Background: an optimization exercise with open tools, aiming at small area, a short achievable clock period and few clock cycles per item. Do not read the settings as production practice.
At most, simulation tests tie the RTL to the original design; equivalence was not proved.
No activity file was given, so power comes from the tool's default toggle rates.

// session_replay_counter_table
module session_replay_counter_table (
    input  logic        i_clk,
    input  logic        i_rst_n,
    input  logic        i_in_valid,
    output logic        o_in_ready,
    input  logic        i_in_kind,
    input  logic [31:0] i_in_sess,
    input  logic [31:0] i_in_counter,
    output logic        o_out_valid,
    input  logic        i_out_ready,
    output logic        o_out_accepted
);
Size in the first run: ~28,000 sq um of cells after synthesis.
export LEC_CHECK = 0
export ABC_CLOCK_PERIOD_IN_PS = 3000
export CAP_MARGIN = 20
export CORE_MARGIN = 2
export CORE_UTILIZATION = 40
export SETUP_SLACK_MARGIN = 3.0
export SLEW_MARGIN = 20
create_clock -name core_clock -period 6.0 [get_ports {i_clk}]
run.sh (not shown) runs the stock make flow with config.mk's settings and CLKGATE_MAP_FILE= SYNTH_SCRIPT=/design/flow/synth_recipe.tcl, a recipe that flattens the netlist after the stock synthesis.
Next try:
--- a/flow/config.mk
+++ b/flow/config.mk
@@ -8 +8 @@
-export ABC_CLOCK_PERIOD_IN_PS = 3000
+export ABC_CLOCK_PERIOD_IN_PS = 2400
@@ -12 +12 @@
-export SETUP_SLACK_MARGIN = 3.0
+export SETUP_SLACK_MARGIN = 3.6
=> Sequential cell count is unchanged. Non-clock buffer count rises by 212. Routed wire length rises by about a fifth. Via count rises by a little under a tenth. Final cell count rises by a few percent. Final area rises by roughly a tenth. Maximum frequency rises by a few percent.
No functional check of the RTL was part of any run of this note.

========
Setup of oak:
Another version of the RTL of session_replay_counter_table (not shown whole).
Size in the first run: roughly 1600 cells after synthesis, ~700 flip-flops, about 72 I/O pins, ~0.026 mm2 of cells after synthesis.
clock: 6.0 ns
lec_check: 0
cap_margin: 10
core_margin: 2
core_utilization: 70
cts_cluster_diameter: 100
cts_cluster_size: 25
setup_slack_margin: 3.4
slew_margin: 10
Testbench counts of oak, summed over its fixed seeds: cycles 3,232, items 3,200.
Changes in pine relative to oak:
- changing CAP_MARGIN from 10 to 20
- changing SETUP_SLACK_MARGIN from 3.4 to 4.0
- changing SLEW_MARGIN from 10 to 20
- Re number of non-clock inverters: oak was lower than pine.
- oak and pine all finish clean.
- Against oak, pine reports a final design instance area without fill that is higher.
- The termination of the worst setup path comes out r_gb3[0]$_DFF_P_ in one run and r_ctr[0][9]$_DFFE_PP_ in the other, namely in pine and oak respectively.
- Taking oak as the reference, in pine total power rose by 330 uW, switching share of power increased 1.3 points, total length of routed met2 wires up 26%, post-layout worst setup margin rose by 290 ps.
- Relative to oak, clock skew has increased by 6.0 ps in pine.
Input changes introduced in birch (baseline for comparison: pine):
- SETUP_SLACK_MARGIN: 4.0 -> 3.6
Notes after the runs:
- Sort birch and pine by combinational fraction of design power, ascending, and birch comes first.
- Reported for birch and pine, placement row count turned out identical to the last digit.
- Worst setup slack: birch < pine
- Diff pine -> birch | sequential portion of the cell area | increase of 5.6 points
- On total length of routed wires, pine loses to birch.
- | sum of internal, switching and leakage power | lower: birch |
- birch: cell area is 0.0027 mm2 lower than what pine reported.
- Between birch and pine, it is birch whose detailed route wirelength on metal2 is lower, by 20%.
The following lists how maple was set up differently from birch:
- a change of SETUP_SLACK_MARGIN from 3.6 to 3.9
- a change of CORE_UTILIZATION from 70 to 65
==> comparison <==
Minimum clock period after layout | maple below birch. Looking only at highest net fanout along the worst path, and setting everything else aside, the lower value of maple and birch goes to maple. Against birch, maple comes in 12% higher on sum of routed wire segments on met1. Final worst-path cycle share in maple vs birch: down 6.5 points. Per the comparison of maple with birch, worst-margin pin slew grew by 18 ps; leakage power total grew by about 7%; end-of-flow core utilization shrank by 1.8 points; setup slack grew by 390 ps. maple ended with more internal power component than birch. maple ended with more final RePlAce weighted congestion than birch. Max number of instances in the placed design across maple and birch: maple.

========
## job 101
Starting RTL as in the previous note.
Settings: LEC_CHECK=0, CAP_MARGIN=20, CORE_MARGIN=2, CORE_UTILIZATION=75, CTS_CLUSTER_DIAMETER=100, CTS_CLUSTER_SIZE=25, SETUP_SLACK_MARGIN=3.8, SLEW_MARGIN=20; clock period 6.0 ns.
Job 101 | stages: all done | timing, DRC, antenna: all pass
Testbench counts of job 101, summed over its fixed seeds: cycles 3,232, items 3,200.
Input-level comparison between job 102 and job 101:
# job 101
export LEC_CHECK = 0
export CAP_MARGIN = 20
export CORE_MARGIN = 2
export CORE_UTILIZATION = 75
export CTS_CLUSTER_DIAMETER = 100
export CTS_CLUSTER_SIZE = 25
export SETUP_SLACK_MARGIN = 3.8
export SLEW_MARGIN = 20
create_clock -name core_clock -period 6.0 [get_ports {i_clk}]
# job 102
export LEC_CHECK = 0
export CAP_MARGIN = 20
export CORE_MARGIN = 2
export CORE_UTILIZATION = 70
export CTS_CLUSTER_DIAMETER = 100
export CTS_CLUSTER_SIZE = 25
export SETUP_SLACK_MARGIN = 3.8
export SLEW_MARGIN = 20
create_clock -name core_clock -period 6.0 [get_ports {i_clk}]
==> summary.txt <==
Against job 101, job 102 reports a post-layout minimum cycle time that is lower. Share of final-layout standard cells stronger than drive strength 1 is lower on job 102. On sequential logic power, job 101 and job 102 are basically level.

========
Another version of the RTL of session_replay_counter_table (not shown whole).
For scale: ~26000 um2 of cells after synthesis.
Design session_replay_counter_table, start of the top module:
module session_replay_counter_table (
    input  logic        i_clk,
    input  logic        i_rst_n,
    input  logic        i_in_valid,
    output logic        o_in_ready,
    input  logic        i_in_kind,
    input  logic [31:0] i_in_sess,
    input  logic [31:0] i_in_counter,
    output logic        o_out_valid,
    input  logic        i_out_ready,
    output logic        o_out_accepted
);
make LEC_CHECK=0 CAP_MARGIN=20 CORE_MARGIN=2 CORE_UTILIZATION=40 CTS_BUF_LIST=sky130_fd_sc_hd__clkbuf_8 CTS_CLUSTER_SIZE=30 SETUP_SLACK_MARGIN=3.4 SLEW_MARGIN=20 finish   # period 6.0 ns
Next try:
Settings changed: CTS_BUF_LIST sky130_fd_sc_hd__clkbuf_8 to default, CTS_CLUSTER_SIZE 30 to default.
The changed run finished with timing, DRC and antenna clean.
Via count falls slightly.
Power rises by a few percent.
Global-route usage barely changes.
Core utilization falls by 0.22 points.
Synthesized cell count stays the same.
No functional check of the RTL was part of any run of this note.

========
red:
Another version of the RTL of session_replay_counter_table (not shown whole).
For scale: about 1600 cells after synthesis, ~700 flip-flops, roughly 72 I/O pins, roughly 26000 sq um of cells after synthesis.
clock: 6.0 ns
lec_check: 0
cap_margin: 20
core_margin: 2
core_utilization: 70
cts_cluster_diameter: 80
cts_cluster_size: 20
setup_slack_margin: 3.4
slew_margin: 20
standard.sh (not shown) runs the stock make flow with config.mk's settings and CLKGATE_MAP_FILE= SYNTH_SCRIPT=/design/flow/synth_recipe.tcl, a recipe that flattens the netlist after the stock synthesis.
==> flow/flow/run.sh <==
#!/bin/bash
# Layout flow: the standard flow, with the port buffers inserted at
# global placement made from sky130_fd_sc_hd__buf_1 instead of the cell
# buffer_ports picks by default. Each step's output goes to its own log.
set -e
cp standard.sh standard_sh_copy.log
export BUFFER_PORTS_ARGS="-buffer_cell sky130_fd_sc_hd__buf_1"
bash standard.sh > standard.log 2>&1
Testbench counts of red, summed over its fixed seeds: cycles 3,232, items 3,200.
diff inputs: red => blue
# red
export LEC_CHECK = 0
export CAP_MARGIN = 20
export CORE_MARGIN = 2
export CORE_UTILIZATION = 70
export CTS_CLUSTER_DIAMETER = 80
export CTS_CLUSTER_SIZE = 20
export SETUP_SLACK_MARGIN = 3.4
export SLEW_MARGIN = 20
create_clock -name core_clock -period 6.0 [get_ports {i_clk}]
# blue
export LEC_CHECK = 0
export CAP_MARGIN = 20
export CORE_MARGIN = 2
export CORE_UTILIZATION = 80
export CTS_CLUSTER_DIAMETER = 80
export CTS_CLUSTER_SIZE = 20
export SETUP_SLACK_MARGIN = 3.4
export SLEW_MARGIN = 20
create_clock -name core_clock -period 6.0 [get_ports {i_clk}]
==> flow/run.sh (new file) <==
#!/bin/bash
# synth_recipe.tcl (not shown) runs the flow's synth.tcl, then flattens the netlist and writes it again
# the make line also repeats each setting of config.mk as NAME=value (left out here)
make -C /OpenROAD-flow-scripts/flow DESIGN_CONFIG=/design/flow/config.mk WORK_HOME=/design/flow/orfs CLKGATE_MAP_FILE= SYNTH_SCRIPT=/design/flow/synth_recipe.tcl finish
removed: flow/flow/run.sh
removed: flow/standard.sh
[summary]
- Taking red as the reference, in blue area enclosed by the die boundary fell by about 12%, worst hold slack shows an increase of 0.023 ns, clock insertion delay at the later pin of the skew report flat, final net count went down, power dissipated by switching net loads up 6.4%.
- Summary of the comparison: final clock period utilization by the worst path is higher in blue, relative to red.
- blue ended with less width of the die than red.
- Diff red -> blue: fraction of registers with async set/reset held, wire length rose by 10 mm, fraction of area in multi-input gates fell 0.26 points.
Changes in green relative to blue:
# blue
export LEC_CHECK = 0
export CAP_MARGIN = 20
export CORE_MARGIN = 2
export CORE_UTILIZATION = 80
export CTS_CLUSTER_DIAMETER = 80
export CTS_CLUSTER_SIZE = 20
export SETUP_SLACK_MARGIN = 3.4
export SLEW_MARGIN = 20
create_clock -name core_clock -period 6.0 [get_ports {i_clk}]
# green
export LEC_CHECK = 0
export CAP_MARGIN = 20
export CORE_MARGIN = 2
export CORE_UTILIZATION = 60
export CTS_CLUSTER_DIAMETER = 80
export CTS_CLUSTER_SIZE = 20
export SETUP_SLACK_MARGIN = 3.4
export SLEW_MARGIN = 20
create_clock -name core_clock -period 6.0 [get_ports {i_clk}]
### Flow results
Measured against blue, the detailed-route wire length of green comes out at 0.844 times the reference value. Cmp green and blue / switching power share of the total / lower: green. Of the two values seen for cell type of the slowest stage on the worst timing path, sky130_fd_sc_hd__dfxtp_2 was produced by green and sky130_fd_sc_hd__maj3_1 by blue. Met1 track utilization from global routing: green vs blue down 19 points.
Input-level comparison between orange and green:
# green
export LEC_CHECK = 0
export CAP_MARGIN = 20
export CORE_MARGIN = 2
export CORE_UTILIZATION = 60
export CTS_CLUSTER_DIAMETER = 80
export CTS_CLUSTER_SIZE = 20
export SETUP_SLACK_MARGIN = 3.4
export SLEW_MARGIN = 20
create_clock -name core_clock -period 6.0 [get_ports {i_clk}]
# orange
export LEC_CHECK = 0
export CAP_MARGIN = 20
export CORE_MARGIN = 2
export CORE_UTILIZATION = 70
export CTS_CLUSTER_DIAMETER = 80
export CTS_CLUSTER_SIZE = 20
export SETUP_SLACK_MARGIN = 3.4
export SLEW_MARGIN = 20
create_clock -name core_clock -period 6.0 [get_ports {i_clk}]
--- outcome ---
Comparing orange and green, the lower wire length per cell after detailed routing is on green.
The lower routed wire length came out of orange.
Going from green to orange, power of the clock network down about 2%; mean number of vias per cell moved up.
## Diff of input files: purple against orange
# orange
export LEC_CHECK = 0
export CAP_MARGIN = 20
export CORE_MARGIN = 2
export CORE_UTILIZATION = 70
export CTS_CLUSTER_DIAMETER = 80
export CTS_CLUSTER_SIZE = 20
export SETUP_SLACK_MARGIN = 3.4
export SLEW_MARGIN = 20
create_clock -name core_clock -period 6.0 [get_ports {i_clk}]
# purple
export LEC_CHECK = 0
export CAP_MARGIN = 20
export CORE_MARGIN = 2
export CORE_UTILIZATION = 70
export CTS_CLUSTER_DIAMETER = 80
export CTS_CLUSTER_SIZE = 20
export SETUP_SLACK_MARGIN = 3.5
export SLEW_MARGIN = 20
create_clock -name core_clock -period 6.0 [get_ports {i_clk}]
==> comparison <==
Delta (purple minus orange): logic depth of the worst register-to-register path ~0 delta, routed wire length +1.3 mm. From orange to purple, number of H-tree levels did not move at all. Area growth from synthesis to layout | purple above orange. orange -> purple: part of the Yosys area used for sequential elements delta 0, exact match. Comparing orange with purple, the switching share of total power came out essentially unchanged. orange → purple: clock power grew by about 3%; final-report setup violation count held steady.

==> static timing again, ports no longer ideal <==
The results above use ideal ports. As a check the final layouts listed here were re-extracted and re-timed, cells and wires unchanged. Step 1 assumes that a clkbuf_16 drives the clock port and a buf_2 every other input. Step 2 moves the port delays by t, midway between the first and last clock arrival at a register: inputs arrive t later, outputs are due t later. That takes back most of the time a late clock gives input paths. Slacks: ideal ports / drivers / drivers and shift; pairs: ideal ports / drivers.
| run | shift t [ns] | setup slack, ns | worst setup path after step 2 | worst register clock-pin slew, ns |
|---|---|---|---|---|
| the first run of note 1 | 0.649 | 3.070 / 3.070 / 2.542 | input to register | 0.06 / 0.06 |
| the second run of note 1 | 0.676 | 3.146 / 3.146 / 3.060 | input to register | 0.06 / 0.06 |
| oak | 0.587 | 3.451 / 3.451 / 2.900 | input to register | 0.10 / 0.10 |
| pine | 0.629 | 3.746 / 3.698 / 3.212 | input to register | 0.10 / 0.10 |
| birch | 0.599 | 3.357 / 3.357 / 3.039 | input to register | 0.10 / 0.10 |
| maple | 0.627 | 3.749 / 3.708 / 3.223 | input to register | 0.11 / 0.11 |
| job 101 | 0.597 | 3.641 / 3.641 / 3.214 | input to register | 0.10 / 0.10 |
| job 102 | 0.609 | 3.738 / 3.725 / 3.197 | input to register | 0.10 / 0.10 |
| the first run of note 4 | 0.776 | 2.569 / 2.569 / 1.869 | input to register | 0.07 / 0.07 |
| the second run of note 4 | 0.690 | 2.467 / 2.494 / 1.804 | input to register | 0.07 / 0.07 |
| red | 0.631 | 3.312 / 3.312 / 3.059 | input to register | 0.09 / 0.09 |
| blue | 0.609 | 3.154 / 3.154 / 2.926 | input to register | 0.09 / 0.09 |
| green | 0.632 | 3.335 / 3.335 / 2.917 | input to register | 0.09 / 0.09 |
| orange | 0.617 | 3.355 / 3.355 / 2.902 | input to register | 0.09 / 0.09 |
| purple | 0.631 | 3.355 / 3.355 / 3.000 | input to register | 0.09 / 0.09 |
After both steps every run listed still meets setup and hold. For the first run of note 4, which loses most, drivers alone change the setup slack by 0.000 ns; drivers and shift together by -0.700 ns.
